Source: an optimization exercise on an open RTL-to-GDS flow (aim: small area and a short achievable clock period). Production flows keep margins and buffers that such runs may drop.
No functional check of the RTL was part of any run shown here.
Power and IR drop assume default switching activity.

==> flow/design.v <==
`default_nettype none
package wrp_pkg;
    localparam logic [31:0] ID_RIFF_LE = 32'h4646_4952;
    localparam logic [31:0] ID_RIFF_SW = 32'h5249_4646;
    localparam logic [31:0] ID_FMT_LE  = 32'h2074_6D66;
    localparam logic [31:0] ID_FMT_SW  = 32'h666D_7420;
    localparam logic [31:0] ID_DATA_LE = 32'h6174_6164;
    localparam logic [31:0] ID_DATA_SW = 32'h6461_7461;
    localparam logic [31:0] TAG_WAVE   = 32'h4556_4157;
    localparam logic [4:0] WORD_BYTES    = 5'd4;
    localparam logic [4:0] FMT_TAG_END   = 5'd1;
    localparam logic [4:0] FMT_CHAN_END  = 5'd3;
    localparam logic [4:0] FMT_RATE_END  = 5'd7;
    localparam logic [4:0] FMT_BITS_END  = 5'd15;
    localparam logic [4:0] FMT_FIELD_SAT = 5'd16;
    localparam logic [15:0] PCM_TAG   = 16'd1;
    localparam logic [15:0] BITS_8    = 16'd8;
    localparam logic [15:0] BITS_16   = 16'd16;
    localparam logic [15:0] CHAN_MONO = 16'd1;
    localparam logic [15:0] CHAN_STEREO = 16'd2;
    localparam logic [1:0] KIND_FORMAT = 2'd0;
    localparam logic [1:0] KIND_SAMPLE = 2'd1;
    localparam logic [1:0] KIND_ERROR  = 2'd2;
    localparam logic [2:0] ERR_NONE      = 3'd0;
    localparam logic [2:0] ERR_NO_RIFF   = 3'd1;
    localparam logic [2:0] ERR_NO_WAVE   = 3'd2;
    localparam logic [2:0] ERR_NO_FMT    = 3'd3;
    localparam logic [2:0] ERR_NOT_PCM   = 3'd4;
    localparam logic [2:0] ERR_BAD_CHAN  = 3'd5;
    localparam logic [2:0] ERR_BAD_BITS  = 3'd6;
    localparam logic [2:0] ERR_NO_DATA   = 3'd7;
    typedef struct packed {
        logic [1:0]  out_kind;
        logic [15:0] sample_word;
        logic [1:0]  channel_count;
        logic [4:0]  sample_bits;
        logic [31:0] sample_rate_hz;
        logic [2:0]  error_code;
        logic        last_of_file;
    } result_t;
    typedef struct packed {
        logic    valid;
        result_t data;
    } push_t;
    function automatic logic [31:0] swap32(input logic [31:0] v);
        swap32 = {v[7:0], v[15:8], v[23:16], v[31:24]};
    endfunction
    function automatic logic [2:0] format_check(
        input logic [15:0] tag,
        input logic [15:0] chans,
        input logic [15:0] bits
    );
        if (tag != PCM_TAG)
            format_check = ERR_NOT_PCM;
        else if (chans != CHAN_MONO && chans != CHAN_STEREO)
            format_check = ERR_BAD_CHAN;
        else if (bits != BITS_8 && bits != BITS_16)
            format_check = ERR_BAD_BITS;
        else
            format_check = ERR_NONE;
    endfunction
endpackage
`default_nettype wire
`default_nettype none
module wav_riff_stream_parser (
    input  wire             clk,
    input  wire             rst_n,
    input  wire             bytes_valid,
    output wire             bytes_ready,
    input  wire  [7:0]      bytes_in_byte,
    input  wire             bytes_end_of_file,
    output wire             results_valid,
    input  wire             results_ready,
    output wire  [1:0]      results_out_kind,
    output wire  [15:0]     results_sample_word,
    output wire  [1:0]      results_channel_count,
    output wire  [4:0]      results_sample_bits,
    output wire  [31:0]     results_sample_rate_hz,
    output wire  [2:0]      results_error_code,
    output wire             results_last_of_file
);
    localparam logic [1:0] KIND_FORMAT = wrp_pkg::KIND_FORMAT;
    localparam logic [1:0] KIND_SAMPLE = wrp_pkg::KIND_SAMPLE;
    localparam logic [1:0] KIND_ERROR  = wrp_pkg::KIND_ERROR;
    localparam logic [2:0] PH_HDR   = 3'd0;
    localparam logic [2:0] PH_CHK   = 3'd1;
    localparam logic [2:0] PH_FMT   = 3'd2;
    localparam logic [2:0] PH_SKIP  = 3'd3;
    localparam logic [2:0] PH_DATA  = 3'd4;
    localparam logic [2:0] PH_DRAIN = 3'd5;
    logic [1:0]  step;
    logic        ready_q;
    logic        proc;                
    logic        dec;                 
    logic        outv;
    logic [2:0]  phase;
    logic [4:0]  cnt;
    logic        swapped;
    logic        seen;
    logic [7:0]  r0, r1, r2, r3;      
    logic [7:0]  c0, c1, c2, c3;      
    logic        rb, cb, kb;          
    logic        rza, a1, a2;         
    logic        rz;                  
    logic        cl;                  
    logic        clt3;                
    logic        ma, mb;              
    logic        tagok;
    logic [1:0]  chan_q;
    logic [1:0]  bits_q;              
    logic [31:0] rate_q;
    logic [15:0] word_q;
    logic        eof_q;
    logic [1:0]  kind_q;
    logic [2:0]  err_q;
    logic        last_q;
    logic        emit_q, clrf_q, clrw_q;
    assign bytes_ready            = ready_q;
    assign results_valid          = outv;
    assign results_out_kind       = kind_q;
    assign results_sample_word    = word_q;
    assign results_channel_count  = chan_q;
    assign results_sample_bits    = {bits_q, 3'b000};
    assign results_sample_rate_hz = rate_q;
    assign results_error_code     = err_q;
    assign results_last_of_file   = last_q;
    logic st0, st3, upd0, pfin;
    assign st0  = (step == 2'd0);
    assign st3  = (step == 2'd3);
    assign upd0 = proc && st0;
    assign pfin = proc && st3;
    logic ph_hdr, ph_chk, ph_fmt, ph_skip, ph_data;
    assign ph_hdr  = (phase == PH_HDR);
    assign ph_chk  = (phase == PH_CHK);
    assign ph_fmt  = (phase == PH_FMT);
    assign ph_skip = (phase == PH_SKIP);
    assign ph_data = (phase == PH_DATA);
    logic        b16;
    logic        data8;
    logic        hsel;
    logic [7:0]  b;
    logic [1:0]  k;
    logic [1:0]  tgt;
    assign b16   = bits_q[1];
    assign data8 = ph_data && !b16;
    assign hsel  = (cnt[0] ^ swapped) && !data8;
    assign b     = hsel ? word_q[15:8] : word_q[7:0];
    assign k     = cnt[1:0];
    assign tgt   = cnt[1:0] ^ {swapped, swapped};
    logic f1, f2, f8, f16;
    assign f1  = (word_q == 16'd1);
    assign f2  = (word_q == 16'd2);
    assign f8  = (word_q == 16'd8);
    assign f16 = (word_q == 16'd16);
    logic       r_load, r_dec, c_load, c_dec;
    logic       r_bin, c_bin, k_bin;
    logic [7:0] r_alu, c_alu, w_sl;
    logic [7:0] r_bw, c_bw;
    logic [7:0] w_lt, w_gt;
    logic       k_lt;
    assign r_load = proc && ph_hdr && (cnt[3:2] == 2'd1) && (step == tgt);
    assign r_dec  = proc && !rz && ((ph_hdr && cnt[3]) || ph_chk || ph_fmt || ph_skip);
    assign c_load = proc && ph_chk && cnt[2] && (step == tgt);
    assign c_dec  = proc && (ph_fmt || ph_skip || ph_data);
    assign r_bin = st0 ? r_dec : rb;
    assign c_bin = st0 ? c_dec : cb;
    assign k_bin = st0 ? 1'b0 : kb;
    always_comb
    begin
        for (int i = 0; i < 8; i++)
        begin
            r_bw[i] = r_bin && ((r3 & ((8'd1 << i) - 8'd1)) == 8'd0);
            c_bw[i] = c_bin && ((c3 & ((8'd1 << i) - 8'd1)) == 8'd0);
        end
    end
    assign r_alu = r_load ? b : (r3 ^ r_bw);
    assign c_alu = c_load ? b : (c3 ^ c_bw);
    assign w_sl = c_load ? b : c3;
    assign w_lt = ~w_sl & r3;
    assign w_gt = w_sl & ~r3;
    always_comb
    begin
        k_lt = k_bin;
        for (int i = 0; i < 8; i++)
            k_lt = w_lt[i] || (!w_gt[i] && k_lt);
    end
    logic zr, zc, zc1, zc2;
    assign zr  = r_load ? (b == 8'd0) : ((r3[7:1] == 7'd0) && (r3[0] == r_bin));
    assign zc  = c_load ? (b == 8'd0) : ((c3[7:1] == 7'd0) && (c3[0] == c_bin));
    assign zc1 = c_load ? (b[7:1] == 7'd0) :
                 c_bin  ? ((c3[7:2] == 6'd0) && (c3[1] ^ c3[0])) : (c3[7:1] == 7'd0);
    assign zc2 = c_load ? (b[7:2] == 6'd0) :
                 c_bin  ? ((c3[7:3] == 5'd0) && (c3[2:0] != 3'd0)) || (c3 == 8'd4)
                        : (c3[7:2] == 6'd0);
    logic wz1, wz, wlt3, too_big;
    assign wz1     = a1 && zc;
    assign wz      = wz1 && !c2[0];
    assign wlt3    = a2 && zc && !(c2[1] && c2[0]);
    assign too_big = w_sl[7] || (!k_lt && !wz);
    always_ff @(posedge clk)
    begin
        r0 <= r_alu;
        r1 <= r0;
        r2 <= r1;
        r3 <= r2;
        c0 <= c_alu;
        c1 <= c0;
        c2 <= c1;
        c3 <= c2;
        rb <= r_bw[7] && !r3[7];
        cb <= c_bw[7] && !c3[7];
        kb <= k_lt;
        rza <= (st0 || rza) && zr;
        a1  <= st0 ? zc1 : (a1 && zc);
        a2  <= st0 ? zc2 : (a2 && zc);
        if (st3)
        begin
            rz   <= rza && zr;
            cl   <= wz1;
            clt3 <= wlt3;
        end
    end
    logic [7:0] e_a, e_b;
    always_comb
    begin
        e_a = 8'h00;
        e_b = 8'h00;
        if (ph_hdr && !cnt[3])
        begin
            case (k)
                2'd0: begin e_a = 8'h52; e_b = 8'h46; end
                2'd1: begin e_a = 8'h49; e_b = 8'h46; end
                2'd2: begin e_a = 8'h46; e_b = 8'h49; end
                default: begin e_a = 8'h46; e_b = 8'h52; end
            endcase
        end
        else if (ph_hdr)
        begin
            case (k)
                2'd0: e_a = 8'h57;
                2'd1: e_a = 8'h41;
                2'd2: e_a = 8'h56;
                default: e_a = 8'h45;
            endcase
        end
        else if (!swapped)
        begin
            case (k)
                2'd0: begin e_a = 8'h66; e_b = 8'h64; end
                2'd1: begin e_a = 8'h6D; e_b = 8'h61; end
                2'd2: begin e_a = 8'h74; e_b = 8'h74; end
                default: begin e_a = 8'h20; e_b = 8'h61; end
            endcase
        end
        else
        begin
            case (k)
                2'd0: begin e_a = 8'h20; e_b = 8'h61; end
                2'd1: begin e_a = 8'h74; e_b = 8'h74; end
                2'd2: begin e_a = 8'h6D; e_b = 8'h61; end
                default: begin e_a = 8'h66; e_b = 8'h64; end
            endcase
        end
    end
    logic id_byte, fmt_start, rate_wr;
    assign id_byte   = (ph_hdr && (cnt[3:2] != 2'd1)) || (ph_chk && !cnt[2]);
    assign fmt_start = ph_chk && (cnt == 5'd7) && ma && !seen;
    assign rate_wr   = upd0 && ph_fmt && (cnt[4:2] == 3'd1);
    logic s_hdr_r, s_hdr_w, s_hdr3, s_hdr11, s_chk0z, s_chk_adv, s_sz;
    logic s_fmt15, s_fmtlt15, s_fmtge16, s_skip, s_d8, s_d16lo, s_d16hi, s_drain;
    assign s_hdr3    = ph_hdr && (cnt == 5'd3);
    assign s_hdr11   = ph_hdr && (cnt == 5'd11);
    assign s_hdr_w   = ph_hdr && (cnt >= 5'd7) && (cnt <= 5'd10);
    assign s_hdr_r   = ph_hdr && (cnt <= 5'd6) && (cnt != 5'd3);
    assign s_chk0z   = ph_chk && (cnt == 5'd0) && rz;
    assign s_chk_adv = ph_chk && (cnt <= 5'd6) && !((cnt == 5'd0) && rz);
    assign s_sz      = ph_chk && (cnt == 5'd7);
    assign s_fmt15   = ph_fmt && (cnt == 5'd15);
    assign s_fmtlt15 = ph_fmt && (cnt < 5'd15);
    assign s_fmtge16 = ph_fmt && cnt[4];
    assign s_skip    = ph_skip;
    assign s_d8      = ph_data && !b16;
    assign s_d16lo   = ph_data && b16 && !cnt[0];
    assign s_d16hi   = ph_data && b16 && cnt[0];
    assign s_drain   = !(ph_hdr || ph_chk || ph_fmt || ph_skip || ph_data);
    logic fmtk, datk, othk, e_d, ok, chanz;
    assign fmtk  = ma && !seen;
    assign datk  = !fmtk && mb;
    assign othk  = !fmtk && !mb;
    assign e_d   = b16 ? wz1 : wz;
    assign chanz = (chan_q == 2'd0);
    assign ok    = tagok && !chanz && (bits_q != 2'd0);
    logic emit_ne, emit_e, emit, sample, format, last;
    logic g_a, g_1, g_2, g_f, g_7, g_szf;
    logic [2:0] err;
    logic [1:0] kind;
    assign emit_ne = (s_hdr3 && !ma && !mb) || (s_hdr11 && !ma) || s_chk0z ||
                     (s_sz && ((fmtk && wz) || (datk && !seen) || (othk && too_big))) ||
                     s_fmt15 || (s_fmtlt15 && cl) || s_d8 || s_d16hi;
    assign emit_e  = !(s_drain || (s_sz && datk && seen && e_d));
    assign emit    = eof_q ? emit_e : emit_ne;
    assign sample  = s_d8 || s_d16hi;
    assign format  = s_fmt15 && ok && !eof_q;
    assign kind    = sample ? KIND_SAMPLE : format ? KIND_FORMAT : KIND_ERROR;
    assign last    = eof_q || !((s_fmt15 && ok) || (s_d8 && !cl) || (s_d16hi && !clt3));
    assign g_a   = s_chk0z || s_chk_adv || (s_sz && !fmtk) || s_fmtge16 || s_skip ||
                   (s_hdr11 && ma) || (s_fmtlt15 && !cl);           
    assign g_1   = s_hdr3 || s_hdr_r;
    assign g_2   = (s_hdr11 && !ma) || s_hdr_w;
    assign g_szf = s_sz && fmtk;                                     
    assign g_f   = (s_fmt15 && !ok) || (s_fmtlt15 && cl);            
    assign g_7   = (s_fmt15 && ok) || s_d16lo;
    assign err[2] = (g_a && seen) || (g_szf && wz) || g_f || g_7;
    assign err[1] = g_a || g_2 || (g_szf && !wz) || (g_f && tagok && !chanz) || g_7;
    assign err[0] = g_a || g_1 || (g_szf && !wz) || (g_f && tagok && chanz) || g_7;
    logic go_drain, go_chk, go_fmt, go_data, go_skip, keep;
    logic [2:0] ph_n;
    logic [4:0] cnt_n, cnt_inc;
    logic c_inc, c_one, c_zero;
    assign go_drain = (emit_ne && !sample && !(s_fmt15 && ok)) ||
                      (s_sz && datk && seen && e_d) || (s_d8 && cl) || (s_d16hi && clt3);
    assign go_chk   = (s_hdr11 && ma) || (s_sz && othk && !too_big && wz) ||
                      (((s_fmt15 && ok) || s_fmtge16 || s_skip) && cl);
    assign go_fmt   = s_sz && fmtk && !wz;
    assign go_data  = s_sz && datk && seen && !e_d;
    assign go_skip  = s_sz && othk && !too_big && !wz;
    assign keep     = !(go_drain || go_chk || go_fmt || go_data || go_skip);
    assign ph_n[0]  = go_chk || go_skip || go_drain || (keep && phase[0]);
    assign ph_n[1]  = go_fmt || go_skip || (keep && phase[1]);
    assign ph_n[2]  = go_data || go_drain || (keep && phase[2]);
    assign cnt_inc = cnt + 5'd1;
    assign c_inc   = s_hdr_r || s_hdr_w || s_hdr3 || s_chk_adv || s_fmtlt15 ||
                     (s_fmt15 && !(ok && cl));
    assign c_one   = s_d16lo;
    assign c_zero  = s_hdr11 || s_sz || (s_fmt15 && ok && cl) || (s_fmtge16 && cl) || s_d16hi;
    assign cnt_n   = c_inc ? cnt_inc : c_one ? 5'd1 : c_zero ? 5'd0 : cnt;
    always_ff @(posedge clk or negedge rst_n)
    begin
        if (!rst_n)
        begin
            step    <= 2'd0;
            ready_q <= 1'b0;
            proc    <= 1'b0;
            dec     <= 1'b0;
            outv    <= 1'b0;
            phase   <= PH_HDR;
            cnt     <= 5'd0;
            swapped <= 1'b0;
            seen    <= 1'b0;
        end
        else
        begin
            step    <= step + 2'd1;
            ready_q <= (step == 2'd2) && !proc && !dec && !(outv && !results_ready);
            if (ready_q && bytes_valid)
                proc <= 1'b1;
            else if (st3)
                proc <= 1'b0;
            dec <= pfin;
            if (dec)
                outv <= emit_q;
            else if (results_ready)
                outv <= 1'b0;
            if (pfin)
            begin
                if (eof_q)
                begin
                    phase   <= PH_HDR;
                    cnt     <= 5'd0;
                    swapped <= 1'b0;
                    seen    <= 1'b0;
                end
                else
                begin
                    phase   <= ph_n;
                    cnt     <= cnt_n;
                    if (s_hdr3)
                        swapped <= !ma;
                    if (s_fmt15 && ok)
                        seen <= 1'b1;
                end
            end
        end
    end
    always_ff @(posedge clk)
    begin
        if (ready_q)
        begin
            eof_q <= bytes_end_of_file;
            if (data8)
                word_q <= {8'd0, bytes_in_byte};
            else if (hsel)
                word_q[15:8] <= bytes_in_byte;
            else
                word_q[7:0] <= bytes_in_byte;
        end
        else if (dec && clrw_q)
            word_q <= 16'd0;
        if (upd0)
        begin
            if (id_byte)
            begin
                ma <= ((k == 2'd0) || ma) && (b == e_a);
                mb <= ((k == 2'd0) || mb) && (b == e_b);
            end
            if (fmt_start)
                tagok <= 1'b0;
            else if (ph_fmt && (cnt == 5'd1))
                tagok <= f1;
        end
        if (pfin)
        begin
            emit_q <= emit;
            clrf_q <= emit && !(seen || (s_fmt15 && ok));
            clrw_q <= emit && !sample;
            kind_q <= kind;
            err_q  <= (kind == KIND_ERROR) ? err : 3'd0;
            last_q <= last;
        end
        if (dec && clrf_q)
        begin
            chan_q <= 2'd0;
            bits_q <= 2'd0;
            rate_q <= 32'd0;
        end
        else
        begin
            if (upd0 && fmt_start)
            begin
                chan_q <= 2'd0;
                bits_q <= 2'd0;
            end
            else if (upd0 && ph_fmt && (cnt == 5'd3))
                chan_q <= {f2, f1};
            else if (upd0 && ph_fmt && (cnt == 5'd15))
                bits_q <= {f16, f8};
            if (rate_wr && tgt == 2'd0)
                rate_q[7:0]   <= b;
            if (rate_wr && tgt == 2'd1)
                rate_q[15:8]  <= b;
            if (rate_wr && tgt == 2'd2)
                rate_q[23:16] <= b;
            if (rate_wr && tgt == 2'd3)
                rate_q[31:24] <= b;
        end
    end
endmodule
`default_nettype wire
==> flow/run.sh <==
#!/bin/bash
# synth_recipe.tcl (not shown) runs the flow's synth.tcl, then flattens the netlist and writes it again
# the make line also repeats each setting of config.mk as NAME=value (left out here)
make -C /OpenROAD-flow-scripts/flow DESIGN_CONFIG=/design/flow/config.mk WORK_HOME=/design/flow/orfs CLKGATE_MAP_FILE= SYNTH_SCRIPT=/design/flow/synth_recipe.tcl finish
==> flow/config.mk <==
export PLATFORM = sky130hd
export DESIGN_NAME = wav_riff_stream_parser
export DESIGN_NICKNAME = wav_riff_stream_parser
export VERILOG_FILES = /design/flow/design.v
export SDC_FILE = /design/flow/constraint.sdc
export NUM_CORES = 4
export LEC_CHECK = 0
export ABC_AREA = 0
export CAP_MARGIN = 20
export CORE_MARGIN = 2
export CORE_UTILIZATION = 40
export SLEW_MARGIN = 20
==> flow/constraint.sdc <==
create_clock -name core_clock -period 6.0 [get_ports {clk}]
set_input_delay 1.2000 -clock core_clock [delete_from_list [all_inputs] [get_ports {clk}]]
set_output_delay 1.2000 -clock core_clock [all_outputs]
set_load 0.01 [all_outputs]
==> summary.md, run 1 <==
| Metric | Value |
|---|---|
| Post-DP HPWL | `around 15 mm` |
| First-pass GRT wire length | `31.5 mm` |
| Via count | `around 6000` |
| Antenna Cells | `0` |
| Status | `complete, no violations` |
| Post_cts resized | `0` |
| Critical path endpoint category | `flop` |
| Peak Freq | `around 270 MHz` |
| TritonRoute pass-1 iters | `5` |
| Post-synthesis register bit count | `154` |
| TritonCTS clock tree | `done` |
| Post-route ant nets | `0` |
| WP data required | `6.15 ns` |
| Leak Pwr | `approximately 3.2 nW` |
| DR WL/cell | `19.7 microns` |
| Core area | `about 0.017 sq mm` |
| GRT Util Overall | `roughly 23%` |
| Die Width | `around 140 microns` |
| Tmin final | `between 3 and 4 ns` |
| Row cnt | `48` |
| Synth Area per Inst | `around 9.6 sq um` |
| Htree depth | `4` |
| Worst VDD drop | `roughly 0.19 mV` |
| Cts bufs inserted | `17` |
| Ys Warns | `1` |
| Clock Sinks | `154` |
| Worst-path maximum fanout | `13` |
| Latest clock arrival within the worst-skew pair | `between 0.4 and 0.5 ns` |
| Setup TNS | `0 ns` |
| Arrival time worst endpoint | `between 3 and 4 ns` |
| DP Area | `about 0.0079 sq mm` |
| Finish-stage setup viols | `0` |
| Main synth FF type | `dfxtp_1` |
| Ys async rst share | `10.4%` |
| Synth-to-layout area growth | `21.3%` |
| Max-cap violations | `0` |
| Minimum hold slack | `0.326 ns` |
| DRC | `0` |
| RSZ-0062 raised after global routing | `no` |
| Starting density of the core | `approximately 41%` |
| Setup Skew | `between 0.009 and 0.01 ns` |
| Startpoint types | `flop` |
| GPL Wtd Cong | `0.923` |
| Max_slew headroom | `a little under a third` |
| Post-CTS Setup Bufs | `0` |
| Worst Tran Pin Value | `~1.0 ns` |
| Commonest non-fill, non-tap cell in the layout | `dfxtp_1` |
| Period utilization | `between 60% and 70%` |
| Die height | `between 100 and 150 microns` |
| Layout cells sized above 1 | `under 10%` |
| Largest net degree at the start of global routing | `34` |
| Grt ovf | `0` |
| Vias per cell | `5.70` |
| Maximum root-to-sink buffer count | `2` |
| Post-Syn Instances | `732` |
| Hold buffers post-CTS | `0` |
| Power per Cell Area | `between 200 and 300 mW/mm^2` |
| Register area share after synthesis | `49.7%` |
| Final instance area | `~0.0085 sq mm` |
| Crit path kind | `reg -> reg` |
| DRT iter0 DRCs | `approximately 620` |
| Slowest cell on crit path | `mux2i_1` |
| CTS root buffer | `clkbuf_16` |
| Netlist cell types | `a little over 80` |
| Port bufs | `just over 70` |
| Crit path cell chain | `xnor2_2 -> nor2_4 -> mux2i_1 -> nand2_1 -> o21ai_0 -> a21bo_2 -> a21o_1 -> nor4_2 -> nor4_1` |
| Cell area after synthesis | `approximately 0.0070 sq mm` |
| Type of the most critical hold path | `reg -> reg` |
| Die ar. | `0.0186 sq mm` |
| Max-slew violations | `0` |
| Post-Route WL | `slightly above 20 mm` |
| Buf/Inv on CP | `0` |
| Antenna violations before repair | `0` |
| Nets | `819` |
| Max stage delay on crit path | `0.81 ns` |
| Top Ports | `76` |
| EDFF count, synth | `32` |
| Clock-pin slew on the worst setup and hold paths | `about 0.070 ns` |
| Commonest cells after routing, fill and taps aside | `dfxtp_1 (106), nor2_1 (84), clkdlybuf4s50_1 (72)` |
| Final hold violations | `0` |
| Vias in the first global route | `approximately 5600` |
| Crit-path leading delay family | `simple AND/OR/NAND/NOR gates` |
kinds of logic (layout without fill, tap and decap cells):
kind of cell | count (synthesis) | in the layout | share of synthesized area (%)
fa+ha+maj | 17 | 17 | 3.02
other cells | 1 | 3 | 0.0535
buf+inv | 69 | 138 | 4.25
flops | 154 | 154 | 49.7
xor+xnor | 17 | 17 | 2.45
mux | 17 | 17 | 2.71
compound gates | 167 | 167 | 16.0
simple gates | 290 | 290 | 21.8
report_power, final:
group / internal, mW / switching, mW / leakage (nW)
registers: 1.07 / 0.0270 / 1.35
clock network: 0.573 / 0.529 / 0.297
logic: 0.0826 / 0.134 / 1.55
total: 1.72 / 0.691 / 3.19
state kept, by name (all words and copies together) (netlist names), 2 cells and up:
| register | flops |
|---|---|
| r2 | 8 |
| step | 2 |
| chan_q | 2 |
| kind_q | 2 |
| r1 | 8 |
| err_q | 3 |
| cnt | 5 |
| phase | 3 |
| c0 | 8 |
| r3 | 8 |
| bits_q | 2 |
| rate_q | 32 |
| c2 | 8 |
| r0 | 8 |
| c1 | 8 |
| c3 | 8 |
| word_q | 16 |
per-layer routing:
layer / vias to the layer above / GRT usage (%) / share of wire [%]
li1: 2744 / - / -
met1: 2866 / 31.3 / 46
met2: 218 / 35.3 / 47
met3: 32 / 4.21 / 5.2
met4: 0 / 8.16 / 2.0
met5: - / 0 / 0
final cells by class:
cell class | count | area [sq um]
clock inverters | 15 | 198
fillers | 1602 | 8740
flip-flops and latches | 154 | 3480
inverters | 27 | 101
clock buffers | 17 | 425
repair buffers | 79 | 773
well taps | 225 | 282
multi-input cells | 511 | 3230
cells in the mapped netlist, types with 4 or more instances:
library cell | number | area share, %
buf_4 | 6 | 0.64
a31oi_1 | 5 | 0.45
nand2_1 | 54 | 2.9
dfxtp_1 | 106 | 30
and3_1 | 5 | 0.45
or2_2 | 4 | 0.36
a21oi_1 | 33 | 2.4
a211oi_1 | 34 | 3.6
buf_2 | 7 | 0.50
ha_1 | 16 | 2.9
xor2_1 | 9 | 1.1
or4_1 | 4 | 0.43
or3_1 | 7 | 0.63
xnor2_1 | 5 | 0.63
nor3_1 | 24 | 1.7
dfrtp_1 | 16 | 5.7
nor2_1 | 85 | 4.6
mux2i_1 | 12 | 1.7
a21o_1 | 4 | 0.43
o21ai_0 | 38 | 2.7
nor3b_1 | 9 | 0.96
and2_1 | 26 | 2.3
clkbuf_1 | 26 | 1.4
nor4_1 | 10 | 0.89
edfxtp_1 | 32 | 14
o21ai_1 | 5 | 0.36
inv_1 | 27 | 1.4
nor2b_1 | 9 | 0.80
nand3_1 | 19 | 1.4
nand4_1 | 9 | 0.80
nand2b_1 | 6 | 0.54
stage by stage:
step / utilization, % / setup WS (ns) / cells / power (mW)
3_5_place_dp: 45.7 / 2.28 / 996 / 1.33
6_report: 49.3 / 2.26 / 1028 / 2.41
4_1_cts: 49.3 / 2.28 / 1028 / 2.43
5_1_grt: 49.3 / 2.01 / 1028 / 2.50
3_3_place_gp: 45.7 / 2.33 / 996 / 1.33
2_1_floorplan: - / 3.11 / 734 / 1.26
worst reg2reg max path: stages, from the launching register on:
cell and delay [ns]:
dfrtp_1 0.71, xnor2_2 0.26, nor2_4 0.31, mux2i_1 0.81
nand2_1 0.16, o21ai_0 0.24, a21bo_2 0.29, a21o_1 0.20
nor4_2 0.38, nor4_1 0.09
path summary, 6_finish.rpt:
kind	cells past startpoint	startpoint	slack [ns]	to
min reg2reg	0	c0[2]	0.33	c1[2]
max in group asynchronous	1	rst_n	4.20	step[1]
max	9	cnt[0]	2.26	clrf_q
max reg2reg	9	cnt[0]	2.26	clrf_q
min in group asynchronous	1	rst_n	1.25	cnt[4]
min	0	c0[2]	0.33	c1[2]
==> run 2, diff against run 1 <==
--- a/flow/config.mk
+++ b/flow/config.mk
@@ -9,4 +9,5 @@
 export CAP_MARGIN = 20
 export CORE_MARGIN = 2
 export CORE_UTILIZATION = 40
+export SETUP_SLACK_MARGIN = 3.5
 export SLEW_MARGIN = 20
==> summary.md, run 2 <==
| Metric | Value |
|---|---|
| Final instance area | `0.00991 sq mm (+17%)` |
| Tmin final | `2.94 ns (-0.798 ns)` |
| P_int | `1.81 mW (+5.0%)` |
| DR WL/cell | `20.5 microns (+4.0%)` |
| Share of synthesized area spent on multiplexers | `2.71% (unchanged)` |
| EDFF count, synth | `32 (unchanged)` |
| Core area | `0.0172 sq mm (unchanged)` |
| Sw frac | `28.7% (+0.11 points)` |
| Hold buffers post-CTS | `0 (unchanged)` |
| Commonest cells after routing, fill and taps aside | `dfxtp_1 (104), buf_4 (84), nor2_1 (77)` |
| Top-area cell type share of the netlist area | `30.3% (unchanged)` |
| DP Area | `0.00791 sq mm (+0.46%)` |
| Die ar. | `0.0186 sq mm (unchanged)` |
| Latest clock arrival within the worst-skew pair | `0.44 ns (about the same)` |
| Hold Startpoint | `c0[6]` |
| Clock-pin slew on the worst setup and hold paths | `0.07 ns (about the same)` |
| Power Total | `2.54 mW (+5.1%)` |
| Status | `complete, no violations` |
| Max FFs per register | `32 (unchanged)` |
| Post-synthesis register bit count | `154 (unchanged)` |
| Reg-to-Reg Start | `phase[1]` |
| Ys Warns | `1 (unchanged)` |
| Power per Cell Area | `256 mW/mm^2 (-9.9%)` |
| Critical path endpoint category | `flop` |
| Final hold violations | `0 (unchanged)` |
| Combinational share of power | `14.0% (+5.0 points)` |
| Largest Register | `rate_q` |
| Antenna violations before repair | `2 (+2)` |
| Crit path kind | `reg -> reg` |
| GRT Util Overall | `24.3% (+1.7 points)` |
| Type of the most critical hold path | `reg -> reg` |
| Synth Area per Inst | `9.57 sq um (unchanged)` |
| Maximum root-to-sink buffer count | `2 (unchanged)` |
| CTS root buffer | `clkbuf_16` |
| Worst VDD drop | `0.246 mV (+29%)` |
| Arrival time worst endpoint | `3.14 ns (-0.76 ns)` |
| Leak Pwr | `4.00 nW (+25%)` |
| Synth Area in Adders | `3.02% (unchanged)` |
| Netlist cell types | `83 (unchanged)` |
| Post-route ant nets | `0 (unchanged)` |
| Post-DP HPWL | `14.9 mm (+2.0%)` |
| WP data required | `6.19 ns (+0.04 ns)` |
| Vias per cell | `5.72 (+0.30%)` |
| Ys async rst share | `10.4% (unchanged)` |
| GPL Wtd Cong | `0.933 (+0.99%)` |
| Area of the multi-input gates | `0.00385 sq mm (+19%)` |
| Register area share after synthesis | `49.7% (unchanged)` |
| Synth-to-layout area growth | `41.5%` |
| Post-Syn Instances | `732 (unchanged)` |
| Main combinational cell family by area after synthesis | `simple AND/OR/NAND/NOR gates` |
| Grt ovf | `0 (unchanged)` |
| Max_slew headroom | `40.8% (+10 points)` |
| Most frequent cells after synthesis | `dfxtp_1 (106), nor2_1 (85), nand2_1 (54), o21ai_0 (38), a211oi_1 (34)` |
| Die height | `136 microns (unchanged)` |
| Via count | `6432 (+9.8%)` |
| TritonRoute pass-1 iters | `7 (+2)` |
| Setup Skew | `0.0122 ns (+0.00260 ns)` |
| Die Width | `136 microns (unchanged)` |
| Finish-stage setup viols | `0 (unchanged)` |
| Largest area contributor in the netlist | `dfxtp_1` |
| Ranking of synthesized cells by area | `dfxtp_1 (30%), edfxtp_1 (14%), dfrtp_1 (5.7%), nor2_1 (4.6%), a211oi_1 (3.6%)` |
| Cts bufs inserted | `17 (unchanged)` |
| Commonest non-fill, non-tap cell in the layout | `dfxtp_1` |
| Max-slew violations | `0 (unchanged)` |
| Peak Freq | `340 MHz (+27%)` |
| Top Ports | `76 (unchanged)` |
| Clock share of power | `42.9% (-2.8 points)` |
| Register Area | `0.00351 sq mm (+0.68%)` |
| Htree depth | `4 (unchanged)` |
| Max-cap violations | `0 (unchanged)` |
| DRC | `0 (unchanged)` |
| Cells after DPL | `992 (-0.40%)` |
| Period utilization | `49.1% (-13 points)` |
| RSZ-0062 raised after global routing | `yes` |
| Cell area after synthesis | `0.00701 sq mm (unchanged)` |
| Antenna Cells | `0 (unchanged)` |
| Share of synthesized cell area in and, or, nand and nor gates | `21.8% (unchanged)` |
| Sw Pwr | `0.729 mW (+5.6%)` |
| TritonCTS clock tree | `done` |
| Sequential group share of total power | `43.1% (-2.2 points)` |
| Post-Route WL | `23.1 mm (+14%)` |
| Row cnt | `48 (unchanged)` |
| Fin cells | `1125 (+9.4%)` |
| Fill cells | `1421 (-11%)` |
| Minimum hold slack | `0.326 ns (-0.000188 ns)` |
| Setup TNS | `0 ns (unchanged)` |
| Main synth FF type | `dfxtp_1` |
| Worst-path maximum fanout | `6 (-7)` |
| Complex-gate fraction of the synthesized area | `16.0% (unchanged)` |
| Startpoint types | `flop` |
| Vias in the first global route | `6099 (+9.9%)` |
| Crit path launch | `phase[1]` |
| Starting density of the core | `40.6% (unchanged)` |
| Largest net degree at the start of global routing | `34 (unchanged)` |
| Layout cells sized above 1 | `28.4% (+20 points)` |
| First-pass GRT wire length | `33.8 mm (+7.5%)` |
| Xor and xnor fraction of the mapped netlist area | `2.45% (unchanged)` |
| DRT iter0 DRCs | `625 (+0.97%)` |
| Port bufs | `72 (unchanged)` |
| Biggest regs | `rate_q: 32 flops, word_q: 16 flops` |
| Nets | `916 (+12%)` |
| Worst Tran Pin Value | `0.885 ns (-0.153 ns)` |
| Clock Sinks | `154 (unchanged)` |
| Most common cell in the netlist | `dfxtp_1` |
[run 2: layout make-up]
type	count	area share (%)
clock buffers	17	4.29
clock inverters	15	2.01
inverters	27	1.02
multi-input cells	513	38.8
flip-flops and latches	154	35.4
well taps	225	2.84
repair buffers	174	15.6
[run 2: what timing repair did]
item	in CTS	in global routing
endpoints found under the setup margin	137	66
endpoints found under the hold margin	0	0
cloned	2	0
buffers inserted	59	40
gates resized for setup	147	66
pin swaps	18	30
[run 2: cells by family after synthesis]
logic type | Yosys count
AO/OA/AOI/OAI | 167
XOR/XNOR | 17
adder cells (fa/ha/maj) | 17
buffers and inverters | 69
flip-flops | 154
multiplexers | 17
other | 1
AND/OR/NAND/NOR | 290
[run 2: routing by layer]
layer  up-vias  global-route usage (%)  wire length [microns]
met5         -                       0                      0
met4         0                    8.04                    528
met3        46                    6.49                   1810
met2       315                    38.9                  11100
met1      3134                    32.0                   9650
li1       2937                       -                      -
[run 2: through the flow]
stage	worst slack, ns	utilization [%]
after global routing	2.97	57.5
after detailed placement	2.44	45.9
final	3.06	57.5
after floorplan	3.30	-
after global placement	2.54	45.9
after CTS	3.13	53.8
[run 2: power groups by stage]
stage | sequential [mW] | combinational (mW) | clock, mW
after floorplan | 1.10 | 0.167 | 0
after global routing | 1.09 | 0.376 | 1.15
after detailed placement | 1.12 | 0.216 | 0
after global placement | 1.12 | 0.216 | 0
final | 1.09 | 0.356 | 1.09
after CTS | 1.09 | 0.282 | 1.11
[run 2: final timing paths]
| kind | to | slack [ns] | depth (start not counted) |
|---|---|---|---|
| max | err_q[1] | 3.06 | 7 |
| min | c1[6] | 0.33 | 0 |
| max reg2reg | err_q[1] | 3.06 | 7 |
| min reg2reg | c1[6] | 0.33 | 0 |
| max in group asynchronous | swapped | 4.09 | 1 |
| min in group asynchronous | cnt[3] | 1.26 | 1 |
[run 2: worst max-delay path: stages (launching register included)]
cell and delay (ns):
dfrtp_2 0.47, or4b_4 0.63, a211oi_4 0.33, o211ai_4 0.13, mux2i_4 0.26, a21boi_2 0.12
or4_4 0.50, o31a_1 0.25
==> run 3, diff against run 2 <==
--- a/flow/config.mk
+++ b/flow/config.mk
@@ -9,5 +9,5 @@
 export CAP_MARGIN = 20
 export CORE_MARGIN = 2
 export CORE_UTILIZATION = 40
-export SETUP_SLACK_MARGIN = 3.5
+export SETUP_SLACK_MARGIN = 4.0
 export SLEW_MARGIN = 20
==> summary.md, run 3 <==
| Metric | Value |
|---|---|
| Status | `complete, no violations` |
| Grt ovf | `0 (unchanged)` |
| Reg2Reg Setup Slack | `2.94 ns (-0.12 ns)` |
| First-pass GRT wire length | `37.1 mm (+9.8%)` |
| Hold buffers post-CTS | `0 (unchanged)` |
| Ranking of synthesized cells by area | `dfxtp_1 (30%), edfxtp_1 (14%), dfrtp_1 (5.7%), nor2_1 (4.6%), a211oi_1 (3.6%)` |
| Setup Skew | `0.0101 ns (-0.00216 ns)` |
| Most frequent cells after synthesis | `dfxtp_1 (106), nor2_1 (85), nand2_1 (54), o21ai_0 (38), a211oi_1 (34)` |
| Via count | `7142 (+11%)` |
| TritonRoute pass-1 iters | `7 (unchanged)` |
| Max-cap violations | `0 (unchanged)` |
| Setup TNS | `0 ns (unchanged)` |
| Worst-path maximum fanout | `4 (-2)` |
| Top-area cell type share of the netlist area | `30.3% (unchanged)` |
| Die height | `136 microns (unchanged)` |
| Starting density of the core | `40.6% (unchanged)` |
| Peak Freq | `327 MHz (-3.8%)` |
| Top Ports | `76 (unchanged)` |
| GPL Wtd Cong | `0.914 (-2.0%)` |
| Post-DP HPWL | `14.9 mm (about the same)` |
| Most frequent CP cell | `buf_4` |
| Startpoint types | `flop` |
| Worst VDD drop | `0.219 mV (-11%)` |
| Worst Tran Pin Value | `0.832 ns (-0.0521 ns)` |
| Synth Area per Inst | `9.57 sq um (unchanged)` |
| Crit path kind | `reg -> reg` |
| Clock-pin slew on the worst setup and hold paths | `0.07 ns (about the same)` |
| Met1 Usage GRT | `33.7% (+1.7 points)` |
| Ys async rst share | `10.4% (unchanged)` |
| Fin cells | `1220 (+8.4%)` |
| Max FFs per register | `32 (unchanged)` |
| EDFF count, synth | `32 (unchanged)` |
| Post-route ant nets | `0 (unchanged)` |
| Cells after DPL | `992 (unchanged)` |
| Tmin final | `3.06 ns (+0.118 ns)` |
| DRC | `0 (unchanged)` |
| Commonest non-fill, non-tap cell in the layout | `buf_4` |
| Met2 Use GR | `42.4% (+3.5 points)` |
| Largest Register | `rate_q` |
| Arrival time worst endpoint | `3.24 ns (+0.10 ns)` |
| Core area | `0.0172 sq mm (unchanged)` |
| Clock Sinks | `154 (unchanged)` |
| Vias in the first global route | `6807 (+12%)` |
| Die ar. | `0.0186 sq mm (unchanged)` |
| Htree depth | `4 (unchanged)` |
| Post-synthesis register bit count | `154 (unchanged)` |
| Slowest cell on crit path | `or4b_4` |
| GRT Util Overall | `26.5% (+2.2 points)` |
| Layout cells sized above 1 | `50.4% (+22 points)` |
| Period utilization | `51.0% (+2.0 points)` |
| RSZ-0062 raised after global routing | `yes` |
| Latest clock arrival within the worst-skew pair | `0.44 ns (about the same)` |
| CTS root buffer | `clkbuf_16` |
| Leak Pwr | `4.60 nW (+15%)` |
| Final hold violations | `0 (unchanged)` |
| WP data required | `6.18 ns (about the same)` |
| Nets | `1011 (+10%)` |
| Power per Cell Area | `228 mW/mm^2 (-11%)` |
| Antenna violations before repair | `0 (-2)` |
| Max stage delay on crit path | `0.61 ns (-0.02 ns)` |
| Die Width | `136 microns (unchanged)` |
| Type of the most critical hold path | `reg -> reg` |
| Antenna Cells | `0 (unchanged)` |
| Commonest cells after routing, fill and taps aside | `buf_4 (134), buf_6 (98), nor2_1 (76)` |
| Port bufs | `72 (unchanged)` |
| DRT iter0 DRCs | `945 (+51%)` |
| Ys Warns | `1 (unchanged)` |
| Synth-to-layout area growth | `61.3%` |
| GRT met3 Usage | `6.49% (unchanged)` |
| Max_slew headroom | `44.4% (+3.6 points)` |
| Cell area after synthesis | `0.00701 sq mm (unchanged)` |
| Max-slew violations | `0 (unchanged)` |
| Maximum root-to-sink buffer count | `2 (unchanged)` |
| Biggest regs | `rate_q: 32 flops, word_q: 16 flops` |
| Finish-stage setup viols | `0 (unchanged)` |
| Most common cell in the netlist | `dfxtp_1` |
| Critical path endpoint category | `flop` |
| Largest net degree at the start of global routing | `34 (unchanged)` |
| Main synth FF type | `dfxtp_1` |
| Buf/Inv on CP | `3 (+3)` |
| Largest area contributor in the netlist | `dfxtp_1` |
| Fill cells | `1220 (-14%)` |
| TritonCTS clock tree | `done` |
| Crit-path leading delay family | `simple AND/OR/NAND/NOR gates` |
| Vias per cell | `5.85 (+2.4%)` |
| Crit path cell chain | `or4b_4 -> buf_4 -> buf_4 -> nand4_1 -> o21ai_0 -> nand2_1 -> a22oi_1 -> nor4b_2 -> buf_4 -> nor3_4 -> nor4_4 -> nor4_1` |
| Row cnt | `48 (unchanged)` |
| Power Total | `2.57 mW (+1.4%)` |
| Post-Syn Instances | `732 (unchanged)` |
| Register area share after synthesis | `49.7% (unchanged)` |
| Cts bufs inserted | `17 (unchanged)` |
| Busiest layer in global routing | `met2` |
| Post-Route WL | `25.9 mm (+12%)` |
| DR WL/cell | `21.3 microns (+3.6%)` |
| Netlist cell types | `83 (unchanged)` |
## run 3: changes by cell type in the layout (fill, tap and decap cells not counted), moves of 11 or more
cell,before,now
buf_6,11,98
dlygate4sd2_1,53,0
buf_4,84,134
dfxtp_1,104,70
dfxtp_2,1,33
a211oi_1,32,16
a211oi_2,2,18
o21ai_0,33,20
buf_2,0,11
## run 3: final cells by class
class                   count  area (sq um)  area share (%)
clock buffers              17           425            3.76
repair buffers            270          2580            22.8
well taps                 225           282            2.49
clock inverters            15           174            1.54
flip-flops and latches    154          3560            31.5
inverters                  27           105           0.930
multi-input cells         512          4170            36.9
## run 3: cells by family after synthesis
kind of cell | synth area share, %
fa+ha+maj | 3.02
compound gates | 16.0
simple gates | 21.8
other cells | 0.0535
xor+xnor | 2.45
mux | 2.71
buf+inv | 4.25
flops | 49.7
## run 3: routing by layer
metal	vias up	wire length [microns]
li1	3131	-
met1	3468	10300
met2	433	12400
met3	110	2020
met4	0	1200
met5	-	0
## run 3: path summary, 6_finish.rpt
path	startpoint	endpoint	cells past startpoint
worst max-delay path	phase[0]	clrf_q	12
worst min-delay path	c1[4]	c2[4]	0
worst max register to register	phase[0]	clrf_q	12
worst min register to register	c1[4]	c2[4]	0
max in group asynchronous	rst_n	swapped	1
min in group asynchronous	rst_n	cnt[3]	1
## run 3: what timing repair did
item,in CTS,in global routing
buffers inserted,147,45
pin swaps,41,55
endpoints found under the setup margin,161,160
gates resized for setup,487,81
cloned,1,3
## run 3: report_power, final
part           total (mW)  internal [mW]  switching [mW]
combinational       0.413          0.196           0.218
clock                1.07          0.564           0.506
sequential           1.09           1.07          0.0225
## run 3: stage by stage
stage | hold slack (ns) | cell area, sq um | worst slack, ns | utilization (%)
2_1_floorplan | 0.310 | 7240 | 3.30 | -
6_report | 0.326 | 11300 | 2.94 | 65.6
4_1_cts | 0.328 | 10500 | 3.02 | 61.2
3_5_place_dp | 0.312 | 8010 | 2.25 | 46.5
3_3_place_gp | 0.310 | 8010 | 2.35 | 46.5
5_1_grt | 0.331 | 11300 | 2.89 | 65.6

==> what the ideal ports hide <==
How much do the figures lean on ideal ports? The routed layouts below were timed once more, with nothing changed but the port constraints.
Step 1 assumes that a clkbuf_16 drives the clock port and a buf_2 every other input.
Step 2, shift: input delay + t, output delay - t, t = (earliest + latest rising clock arrival at the registers) / 2. This alone moves slack from input paths to output paths.
Three values: ideal ports, drivers, drivers and shift; two values: the first two.
run | shift t [ns] | setup slack, ns | worst setup path after step 2
run 1 | 0.481 | 2.258 / 2.258 / 2.258 | register to register
run 2 | 0.481 | 3.055 / 3.055 / 3.055 | register to register
run 3 | 0.483 | 2.938 / 2.938 / 2.938 | register to register
After both steps setup and hold are still met in every run listed.
